This is an optimization exercise on Yosys and OpenROAD, whose aim is small area, a short achievable clock period and few clock cycles per item, not a production implementation.
Where RTL was checked, it was by simulation tests only, not by an equivalence proof against the original.
Power figures rest on the tool's default switching activity, not on a simulated workload.

## crypt_machine
module crypt_machine #(
    parameter int data_in_w = 32,
    parameter int rounds    = 32
) (
    input  logic                  clk,
    input  logic                  resetn,
    input  logic [data_in_w-1:0]  data_in,
    input  logic                  go,
    input  logic                  decrypt,
    output logic                  done,
    output tea_pkg::word_t        display
);
==> module crypt_machine, before the edit <==
module crypt_machine #(
    parameter int data_in_w = 32,
    parameter int rounds    = 32
) (
    input  logic                  clk,
    input  logic                  resetn,
    input  logic [data_in_w-1:0]  data_in,
    input  logic                  go,
    input  logic                  decrypt,
    output logic                  done,
    output tea_pkg::word_t        display
);
    logic            s_load;       
    logic            s_load_rel;   
    logic            s_wait_op;    
    logic            s_run;        
    logic            s_wait_dec;   
    logic            s_wait_clr;   
    logic            s_clr_rel;    
    logic            s_start;      
    logic            op_dec;       
    logic            running;      
    logic [2:0]      widx;
    logic            dec;        
    logic [6:0]      t;          
    tea_pkg::word_t  p, q;
    tea_pkg::word_t  r0, r1, r2, r3;
    tea_pkg::word_t  g;          
    logic            cin;
    tea_pkg::word_t  s;          
    logic press_enc, press_dec;
    assign press_enc = s_wait_op && go;
    assign press_dec = (s_wait_op && !go && decrypt) || (s_wait_dec && decrypt);
    logic start_enc, start_dec, start;
    assign start     = s_start;
    assign start_enc = s_start && !op_dec;
    assign start_dec = s_start && op_dec;
    logic last;
    assign last = running && t[6];
    tea_pkg::word_t nw;
    logic           ovf;
    assign {ovf, nw} = tea_pkg::add32(p, g, cin);
    logic [27:0] a_x, a_y, a_z, a_s, a_c;
    logic [32:0] a_sum;
    assign a_x   = p[27:0];
    assign a_y   = g[27:0];
    assign a_z   = r0[31:4];
    assign a_s   = a_x ^ a_y ^ a_z;
    assign a_c   = (a_x & a_y) | (a_x & a_z) | (a_y & a_z);
    assign a_sum = tea_pkg::add32({4'd0, a_s}, {4'd0, a_c[26:0], cin}, 1'b0);
    tea_pkg::word_t b_s, b_c;
    logic [32:0]    b_sum;
    assign b_s   = p ^ g ^ s;
    assign b_c   = (p & g) | (p & s) | (g & s);
    assign b_sum = tea_pkg::add32(b_s, {b_c[30:0], cin}, 1'b0);
    tea_pkg::word_t c_z, c_s, c_c;
    logic [32:0]    c_sum;
    logic           c27;
    assign c_z   = {r1[26:0], 5'd0};
    assign c_s   = p ^ g ^ c_z;
    assign c_c   = (p & g) | (p & c_z) | (g & c_z);
    assign c_sum = tea_pkg::add32(c_s, {c_c[30:0], cin}, 1'b0);
    assign c27   = ovf ? (c_c[31] && c_sum[32]) : (c_c[31] || c_sum[32]);
    logic [4:0] r1_hi, r1_hi1;
    assign r1_hi  = r1[31:27];
    assign r1_hi1 = r1[31:27] + 5'd1;
    tea_pkg::word_t f_lo, g_nx;
    logic [4:0]     x_hi, g_hi0, g_hi1;
    assign f_lo  = {a_sum[27:0], r0[3:0]} ^ b_sum[31:0] ^ {5'd0, c_sum[31:5]};
    assign x_hi  = f_lo[31:27] ^ {5{dec}};
    assign g_hi0 = (x_hi ^ r1_hi)  & {5{m_n}};
    assign g_hi1 = (x_hi ^ r1_hi1) & {5{m_n}};
    assign g_nx  = {c27 ? g_hi1 : g_hi0, (f_lo[26:0] ^ {27{dec}}) & {27{m_n}}};
    logic       dec_n, m_n;
    assign dec_n = start ? start_dec : (running ? dec : 1'b1);
    assign m_n   = start ? start_dec : (running && (!dec || (t[5:0] != 6'd63)));
    logic [4:0] jh, sidx;
    assign jh   = t[5:1] + {4'd0, dec | t[0]};
    assign sidx = running ? (jh ^ {5{dec}}) : 5'd31;
    always_ff @(posedge clk) begin
        g    <= g_nx;
        cin  <= m_n && dec;
        s    <= start_enc ? tea_pkg::tea_delta : tea_pkg::sum_tab[sidx*32 +: 32];
    end
    logic load_q, load_p;
    assign load_q = s_load && (widx <= 3'd1);
    assign load_p = s_load_rel && (widx == 3'd0);
    logic rot, rot_load, load_r2, load_r3;
    assign rot     = start || running || rot_load;
    assign load_r2 = s_load && ((widx == 3'd2) || (widx == 3'd4));
    assign load_r3 = s_load && ((widx == 3'd3) || (widx == 3'd5));
    always_ff @(posedge clk) begin
        if (load_q || running || start) begin
            q <= load_q ? data_in : nw;
        end
        if (load_p || running || start) begin
            p <= q;
        end
        if (rot) begin
            r0 <= r2;
            r1 <= r3;
        end
        if (rot || load_r2) begin
            r2 <= load_r2 ? data_in : r0;
        end
        if (rot || load_r3) begin
            r3 <= load_r3 ? data_in : r1;
        end
    end
    logic last_word;
    assign last_word = (widx == 3'd5);
    always_ff @(posedge clk) begin
        if (!resetn) begin
            s_load     <= 1'b1;
            s_load_rel <= 1'b0;
            s_wait_op  <= 1'b0;
            s_start    <= 1'b0;
            s_run      <= 1'b0;
            s_wait_dec <= 1'b0;
            s_wait_clr <= 1'b0;
            s_clr_rel  <= 1'b0;
            running    <= 1'b0;
            rot_load   <= 1'b0;
            widx       <= '0;
            done       <= 1'b0;
        end else begin
            s_load     <= (s_load && !go) || (s_load_rel && !go && !last_word) ||
                          (s_clr_rel && !go);
            s_load_rel <= (s_load || s_load_rel) && go;
            s_wait_op  <= (s_load_rel && !go && last_word) ||
                          (s_wait_op && !go && !decrypt);
            s_start    <= press_enc || press_dec;
            s_run      <= s_start || (s_run && !done);
            s_wait_dec <= (s_run && done && !dec) || (s_wait_dec && !decrypt && !go);
            s_wait_clr <= (s_run && done && dec) || (s_wait_clr && !go);
            s_clr_rel  <= (s_wait_dec && !decrypt && go) || ((s_wait_clr || s_clr_rel) && go);
            running    <= start || (running && !t[6]);
            rot_load   <= s_load_rel && !go && ((widx == 3'd3) || last_word);
            done       <= last;
            if (s_load_rel && !go) begin
                widx <= widx + 3'd1;
            end else if (s_clr_rel && !go) begin
                widx <= '0;
            end
        end
    end
    always_ff @(posedge clk) begin
        op_dec <= press_dec;
        dec <= dec_n;
        if (start) begin
            t <= '0;
        end else if (running) begin
            t <= t + 7'd1;
        end
    end
    always_ff @(posedge clk) begin
        if (!resetn || s_clr_rel) begin
            display <= '0;
        end else if (last) begin
            display <= {nw[15:0], q[15:0]};
        end
    end
endmodule
export LEC_CHECK = 0
export ABC_AREA = 1
export CAP_MARGIN = 20
export CORE_MARGIN = 2
export CORE_UTILIZATION = 50
export CTS_CLUSTER_DIAMETER = 100
export CTS_CLUSTER_SIZE = 24
export PLACE_DENSITY = 0.7
export SLEW_MARGIN = 20
create_clock -name core_clock -period 12.0 [get_ports {clk}]
standard.sh (not shown) runs the stock make flow with config.mk's settings and CLKGATE_MAP_FILE= SYNTH_SCRIPT=/design/flow/synth_recipe.tcl, a recipe that flattens the netlist after the stock synthesis.
==> flow/flow/run.sh <==
#!/bin/bash
set -euo pipefail
export SETUP_SLACK_MARGIN=8.5
export BUFFER_PORTS_ARGS="-buffer_cell sky130_fd_sc_hd__buf_4"
bash standard.sh MATCH_CELL_FOOTPRINT=0 finish > standard.log 2>&1
Testbench counts at the start, summed over its fixed seeds: cycles 7,848, ops 96.
Rerun with:
--- a/flow/design.v
+++ b/flow/design.v
@@ -124,14 +124,15 @@
         cin  <= m_n && dec;
         s    <= start_enc ? tea_pkg::tea_delta : tea_pkg::sum_tab[sidx*32 +: 32];
     end
     logic load_q, load_p;
     assign load_q = s_load && (widx <= 3'd1);
     assign load_p = s_load_rel && (widx == 3'd0);
-    logic rot, rot_load, load_r2, load_r3;
-    assign rot     = start || running || rot_load;
+    logic rot, load_r2, load_r3;
+    assign rot     = start || running ||
+                     (s_load_rel && !go && ((widx == 3'd3) || (widx == 3'd5)));
     assign load_r2 = s_load && ((widx == 3'd2) || (widx == 3'd4));
     assign load_r3 = s_load && ((widx == 3'd3) || (widx == 3'd5));
     always_ff @(posedge clk) begin
         if (load_q || running || start) begin
             q <= load_q ? data_in : nw;
         end
@@ -159,13 +160,12 @@
             s_start    <= 1'b0;
             s_run      <= 1'b0;
             s_wait_dec <= 1'b0;
             s_wait_clr <= 1'b0;
             s_clr_rel  <= 1'b0;
             running    <= 1'b0;
-            rot_load   <= 1'b0;
             widx       <= '0;
             done       <= 1'b0;
         end else begin
             s_load     <= (s_load && !go) || (s_load_rel && !go && !last_word) ||
                           (s_clr_rel && !go);
             s_load_rel <= (s_load || s_load_rel) && go;
@@ -174,13 +174,12 @@
             s_start    <= press_enc || press_dec;
             s_run      <= s_start || (s_run && !done);
             s_wait_dec <= (s_run && done && !dec) || (s_wait_dec && !decrypt && !go);
             s_wait_clr <= (s_run && done && dec) || (s_wait_clr && !go);
             s_clr_rel  <= (s_wait_dec && !decrypt && go) || ((s_wait_clr || s_clr_rel) && go);
             running    <= start || (running && !t[6]);
-            rot_load   <= s_load_rel && !go && ((widx == 3'd3) || last_word);
             done       <= last;
             if (s_load_rel && !go) begin
                 widx <= widx + 3'd1;
             end else if (s_clr_rel && !go) begin
                 widx <= '0;
             end
Effect: Worst setup slack improved by 0.014 ns. Non-clock buffer count rises by 10. Maximum frequency rises by 0.39%. Utilization rises by 0.22 points. Power falls by 0.97%. Design area rises by 0.40%.
Testbench counts after the change, summed over its fixed seeds: cycles 7,848, ops 96.

---

The RTL this note starts from:
==> flow/design.v <==
package tea_pkg;
    typedef logic [31:0] word_t;
    localparam word_t tea_delta = 32'h9e3779b9;
    function automatic logic [1023:0] sum_table();
        logic [1023:0] t;
        word_t s;
        s = '0;
        for (int j = 0; j < 32; j++) begin
            s = s + tea_delta;
            t[j*32 +: 32] = s;
        end
        sum_table = t;
    endfunction
    localparam logic [1023:0] sum_tab = sum_table();
    localparam int add_arch = 1;
    function automatic logic [32:0] add32(input word_t a, input word_t b, input logic cin);
        word_t pp, gg, p0, c;
        int    j;
        p0 = a ^ b;
        pp = p0;
        gg = a & b;
        gg[0] = gg[0] | (pp[0] & cin);
        if (add_arch == 0) begin
            for (int l = 1; l <= 5; l++) begin
                for (int i = 0; i < 32; i++) begin
                    if ((i % (1 << l)) == (1 << l) - 1) begin
                        gg[i] = gg[i] | (pp[i] & gg[i - (1 << (l - 1))]);
                        pp[i] = pp[i] & pp[i - (1 << (l - 1))];
                    end
                end
            end
            for (int l = 5; l > 0; l--) begin
                for (int i = 0; i < 32; i++) begin
                    if (i >= (1 << l) && (i % (1 << l)) == (1 << (l - 1)) - 1) begin
                        gg[i] = gg[i] | (pp[i] & gg[i - (1 << (l - 1))]);
                        pp[i] = pp[i] & pp[i - (1 << (l - 1))];
                    end
                end
            end
        end else if (add_arch == 1) begin
            for (int l = 0; l < 5; l++) begin
                for (int i = 31; i >= 0; i--) begin
                    if ((i >> l) & 1) begin
                        j = ((i >> l) << l) - 1;
                        gg[i] = gg[i] | (pp[i] & gg[j]);
                        pp[i] = pp[i] & pp[j];
                    end
                end
            end
        end else begin
            for (int l = 0; l < 5; l++) begin
                for (int i = 31; i >= 0; i--) begin
                    if (i >= (1 << l)) begin
                        gg[i] = gg[i] | (pp[i] & gg[i - (1 << l)]);
                        pp[i] = pp[i] & pp[i - (1 << l)];
                    end
                end
            end
        end
        c = {gg[30:0], cin};
        add32 = {gg[31], p0 ^ c};
    endfunction
endpackage
`timescale 1ns/1ps
module crypt_machine #(
    parameter int data_in_w = 32,
    parameter int rounds    = 32
) (
    input  logic                  clk,
    input  logic                  resetn,
    input  logic [data_in_w-1:0]  data_in,
    input  logic                  go,
    input  logic                  decrypt,
    output logic                  done,
    output tea_pkg::word_t        display
);
    typedef enum logic [2:0] {
        st_load,       
        st_load_rel,   
        st_wait_op,    
        st_run,        
        st_wait_dec,   
        st_wait_clr,   
        st_clr_rel     
    } state_t;
    state_t          state;
    logic [2:0]      widx;
    logic            dec;        
    logic [6:0]      t;          
    logic [4:0]      sidx;       
    tea_pkg::word_t  p, q;
    tea_pkg::word_t  r0, r1, r2, r3;
    tea_pkg::word_t  g;          
    logic            cin;
    tea_pkg::word_t  s;          
    logic start_enc, start_dec, start;
    assign start_enc = (state == st_wait_op) && go;
    assign start_dec = ((state == st_wait_op) && !go && decrypt) ||
                       ((state == st_wait_dec) && decrypt);
    assign start     = start_enc || start_dec;
    logic running, last;
    assign running = (state == st_run) && !done;
    assign last    = running && t[6];
    tea_pkg::word_t nw;
    logic           ovf;
    assign {ovf, nw} = tea_pkg::add32(p, g, cin);
    logic [27:0] a_x, a_y, a_z, a_s, a_c;
    logic [32:0] a_sum;
    assign a_x   = p[27:0];
    assign a_y   = g[27:0];
    assign a_z   = r0[31:4];
    assign a_s   = a_x ^ a_y ^ a_z;
    assign a_c   = (a_x & a_y) | (a_x & a_z) | (a_y & a_z);
    assign a_sum = tea_pkg::add32({4'd0, a_s}, {4'd0, a_c[26:0], cin}, 1'b0);
    tea_pkg::word_t b_s, b_c;
    logic [32:0]    b_sum;
    assign b_s   = p ^ g ^ s;
    assign b_c   = (p & g) | (p & s) | (g & s);
    assign b_sum = tea_pkg::add32(b_s, {b_c[30:0], cin}, 1'b0);
    tea_pkg::word_t c_z, c_s, c_c;
    logic [32:0]    c_sum;
    logic           c27;
    assign c_z   = {r1[26:0], 5'd0};
    assign c_s   = p ^ g ^ c_z;
    assign c_c   = (p & g) | (p & c_z) | (g & c_z);
    assign c_sum = tea_pkg::add32(c_s, {c_c[30:0], cin}, 1'b0);
    assign c27   = ovf ? (c_c[31] && c_sum[32]) : (c_c[31] || c_sum[32]);
    logic [4:0] r1_hi, r1_hi1;
    assign r1_hi  = r1[31:27];
    assign r1_hi1 = r1[31:27] + 5'd1;
    tea_pkg::word_t f_nx;
    assign f_nx = {a_sum[27:0], r0[3:0]} ^ b_sum[31:0] ^
                  {c27 ? r1_hi1 : r1_hi, c_sum[31:5]};
    logic       dec_n, m_n;
    logic [4:0] sidx_n;
    assign dec_n = start ? start_dec : dec;
    assign m_n   = start ? start_dec : (running && (!dec || (t[5:0] != 6'd63)));
    always_comb begin
        if (start_enc) begin
            sidx_n = 5'd0;
        end else if (start_dec || !running) begin
            sidx_n = 5'd31;
        end else if (t[0] ^ dec) begin
            sidx_n = dec ? sidx - 5'd1 : sidx + 5'd1;
        end else begin
            sidx_n = sidx;
        end
    end
    always_ff @(posedge clk) begin
        g    <= m_n ? (f_nx ^ {32{dec_n}}) : '0;
        cin  <= m_n && dec_n;
        sidx <= sidx_n;
        s    <= tea_pkg::sum_tab[sidx_n*32 +: 32];
    end
    logic load_q, load_p;
    assign load_q = (state == st_load) && (widx <= 3'd1);
    assign load_p = (state == st_load_rel) && (widx == 3'd0);
    logic rot, load_r2, load_r3;
    assign rot     = start || running ||
                     ((state == st_load_rel) && !go && ((widx == 3'd3) || (widx == 3'd5)));
    assign load_r2 = (state == st_load) && ((widx == 3'd2) || (widx == 3'd4));
    assign load_r3 = (state == st_load) && ((widx == 3'd3) || (widx == 3'd5));
    always_ff @(posedge clk) begin
        if (load_q || running || start) begin
            q <= load_q ? data_in : nw;
        end
        if (load_p || running || start) begin
            p <= q;
        end
        if (rot) begin
            r0 <= r2;
            r1 <= r3;
        end
        if (rot || load_r2) begin
            r2 <= load_r2 ? data_in : r0;
        end
        if (rot || load_r3) begin
            r3 <= load_r3 ? data_in : r1;
        end
    end
    always_ff @(posedge clk) begin
        if (!resetn) begin
            state <= st_load;
            widx  <= '0;
            done  <= 1'b0;
        end else begin
            done <= last;
            case (state)
                st_load:     if (go) state <= st_load_rel;
                st_load_rel: if (!go) begin
                                 if (widx == 3'd5) begin
                                     state <= st_wait_op;
                                 end else begin
                                     state <= st_load;
                                 end
                                 widx <= widx + 3'd1;
                             end
                st_wait_op:  if (go || decrypt) state <= st_run;
                st_run:      if (done) state <= dec ? st_wait_clr : st_wait_dec;
                st_wait_dec: if (decrypt) state <= st_run;
                             else if (go) state <= st_clr_rel;
                st_wait_clr: if (go) state <= st_clr_rel;
                st_clr_rel:  if (!go) begin
                                 state <= st_load;
                                 widx  <= '0;
                             end
                default:     state <= st_load;
            endcase
        end
    end
    always_ff @(posedge clk) begin
        dec <= dec_n;
        if (start) begin
            t <= '0;
        end else if (running) begin
            t <= t + 7'd1;
        end
    end
    always_ff @(posedge clk) begin
        if (!resetn || (state == st_clr_rel)) begin
            display <= '0;
        end else if (last) begin
            display <= {nw[15:0], q[15:0]};
        end
    end
endmodule
==> flow/config.mk <==
export PLATFORM = sky130hd
export DESIGN_NAME = crypt_machine
export DESIGN_NICKNAME = crypt_machine
export VERILOG_FILES = /design/flow/design.v
export SDC_FILE = /design/flow/constraint.sdc
export NUM_CORES = 4
export LEC_CHECK = 0
export CAP_MARGIN = 20
export CORE_MARGIN = 2
export CORE_UTILIZATION = 40
export SETUP_SLACK_MARGIN = 5
export SLEW_MARGIN = 20
==> flow/constraint.sdc <==
create_clock -name core_clock -period 12.0 [get_ports {clk}]
set_input_delay 2.4000 -clock core_clock [delete_from_list [all_inputs] [get_ports {clk}]]
set_output_delay 2.4000 -clock core_clock [all_outputs]
set_load 0.01 [all_outputs]
run.sh (not shown) runs the stock make flow with config.mk's settings and CLKGATE_MAP_FILE= SYNTH_SCRIPT=/design/flow/synth_recipe.tcl, a recipe that flattens the netlist after the stock synthesis.
Stock flow here: none of the scripts above is used.
Then changed:
--- a/flow/design.v
+++ b/flow/design.v
@@ -9,59 +9,29 @@
             s = s + tea_delta;
             t[j*32 +: 32] = s;
         end
         sum_table = t;
     endfunction
     localparam logic [1023:0] sum_tab = sum_table();
-    localparam int add_arch = 1;
     function automatic logic [32:0] add32(input word_t a, input word_t b, input logic cin);
-        word_t pp, gg, p0, c;
+        word_t tt, gg, c;
         int    j;
-        p0 = a ^ b;
-        pp = p0;
+        tt = a | b;
         gg = a & b;
-        gg[0] = gg[0] | (pp[0] & cin);
-        if (add_arch == 0) begin
-            for (int l = 1; l <= 5; l++) begin
-                for (int i = 0; i < 32; i++) begin
-                    if ((i % (1 << l)) == (1 << l) - 1) begin
-                        gg[i] = gg[i] | (pp[i] & gg[i - (1 << (l - 1))]);
-                        pp[i] = pp[i] & pp[i - (1 << (l - 1))];
-                    end
-                end
-            end
-            for (int l = 5; l > 0; l--) begin
-                for (int i = 0; i < 32; i++) begin
-                    if (i >= (1 << l) && (i % (1 << l)) == (1 << (l - 1)) - 1) begin
-                        gg[i] = gg[i] | (pp[i] & gg[i - (1 << (l - 1))]);
-                        pp[i] = pp[i] & pp[i - (1 << (l - 1))];
-                    end
-                end
-            end
-        end else if (add_arch == 1) begin
-            for (int l = 0; l < 5; l++) begin
-                for (int i = 31; i >= 0; i--) begin
-                    if ((i >> l) & 1) begin
-                        j = ((i >> l) << l) - 1;
-                        gg[i] = gg[i] | (pp[i] & gg[j]);
-                        pp[i] = pp[i] & pp[j];
-                    end
-                end
-            end
-        end else begin
-            for (int l = 0; l < 5; l++) begin
-                for (int i = 31; i >= 0; i--) begin
-                    if (i >= (1 << l)) begin
-                        gg[i] = gg[i] | (pp[i] & gg[i - (1 << l)]);
-                        pp[i] = pp[i] & pp[i - (1 << l)];
-                    end
+        gg[0] = gg[0] | (tt[0] & cin);
+        for (int l = 0; l < 5; l++) begin
+            for (int i = 31; i >= 0; i--) begin
+                if ((i >> l) & 1) begin
+                    j = ((i >> l) << l) - 1;
+                    gg[i] = gg[i] | (tt[i] & gg[j]);
+                    tt[i] = tt[i] & tt[j];
                 end
             end
         end
         c = {gg[30:0], cin};
-        add32 = {gg[31], p0 ^ c};
+        add32 = {gg[31], (a ^ c) ^ b};
     endfunction
 endpackage
 `timescale 1ns/1ps
 module crypt_machine #(
     parameter int data_in_w = 32,
     parameter int rounds    = 32
@@ -130,13 +100,13 @@
     assign r1_hi1 = r1[31:27] + 5'd1;
     tea_pkg::word_t f_nx;
     assign f_nx = {a_sum[27:0], r0[3:0]} ^ b_sum[31:0] ^
                   {c27 ? r1_hi1 : r1_hi, c_sum[31:5]};
     logic       dec_n, m_n;
     logic [4:0] sidx_n;
-    assign dec_n = start ? start_dec : dec;
+    assign dec_n = start ? start_dec : (running ? dec : 1'b1);
     assign m_n   = start ? start_dec : (running && (!dec || (t[5:0] != 6'd63)));
     always_comb begin
         if (start_enc) begin
             sidx_n = 5'd0;
         end else if (start_dec || !running) begin
             sidx_n = 5'd31;
@@ -144,14 +114,14 @@
             sidx_n = dec ? sidx - 5'd1 : sidx + 5'd1;
         end else begin
             sidx_n = sidx;
         end
     end
     always_ff @(posedge clk) begin
-        g    <= m_n ? (f_nx ^ {32{dec_n}}) : '0;
-        cin  <= m_n && dec_n;
+        g    <= (f_nx ^ {32{dec}}) & {32{m_n}};
+        cin  <= m_n && dec;
         sidx <= sidx_n;
         s    <= tea_pkg::sum_tab[sidx_n*32 +: 32];
     end
     logic load_q, load_p;
     assign load_q = (state == st_load) && (widx <= 3'd1);
     assign load_p = (state == st_load_rel) && (widx == 3'd0);
Effect: First-iteration DRC count falls by a few percent; design area rises by a few percent; total power rose by a few percent; worst hold slack loses 0.0079 ns; worst setup slack loses 0.18 ns; utilization rises by 0.14 points; critical path depth went down by 1; count of clock-buffer cells in the layout increases by 8.
No functional check of the RTL was part of any run of this note.

-- re-timing with driven ports --
The flow's constraints put no driver on any port. The routed layouts listed below were extracted and timed again, unchanged, in two steps. Step 1 sets driving cells, clkbuf_16 on the clock port and buf_2 on the other inputs (assumed; they add their load-dependent delay and slew). Step 2 adds t to the input delays and takes it off the output delays; t is the mean of the earliest and latest rising clock arrival at the registers after step 1. Input paths then give back, and output paths get back, about the clock's delay inside the block. Three values: no drivers, after step 1, after step 2; two values: the first two.
run | t, ns | setup slack, ns | slew at the worst register clock pin (ns) | worst slew at a driven data input, ns
the first run of note 1 | 0.589 | 8.539 / 8.482 / 8.174 | 0.10 / 0.10 | 0.05
the second run of note 1 | 0.581 | 8.553 / 8.500 / 8.018 | 0.10 / 0.10 | 0.04
the first run of note 2 | 0.611 | 6.738 / 6.771 / 6.160 | 0.06 / 0.06 | 0.04
the second run of note 2 | 0.609 | 6.553 / 6.587 / 5.978 | 0.07 / 0.07 | 0.04
After both steps setup and hold are still met in every run listed. The setup slack of the first run of note 2, which loses most, moves by +0.033 ns with the drivers and by -0.578 ns with both steps.
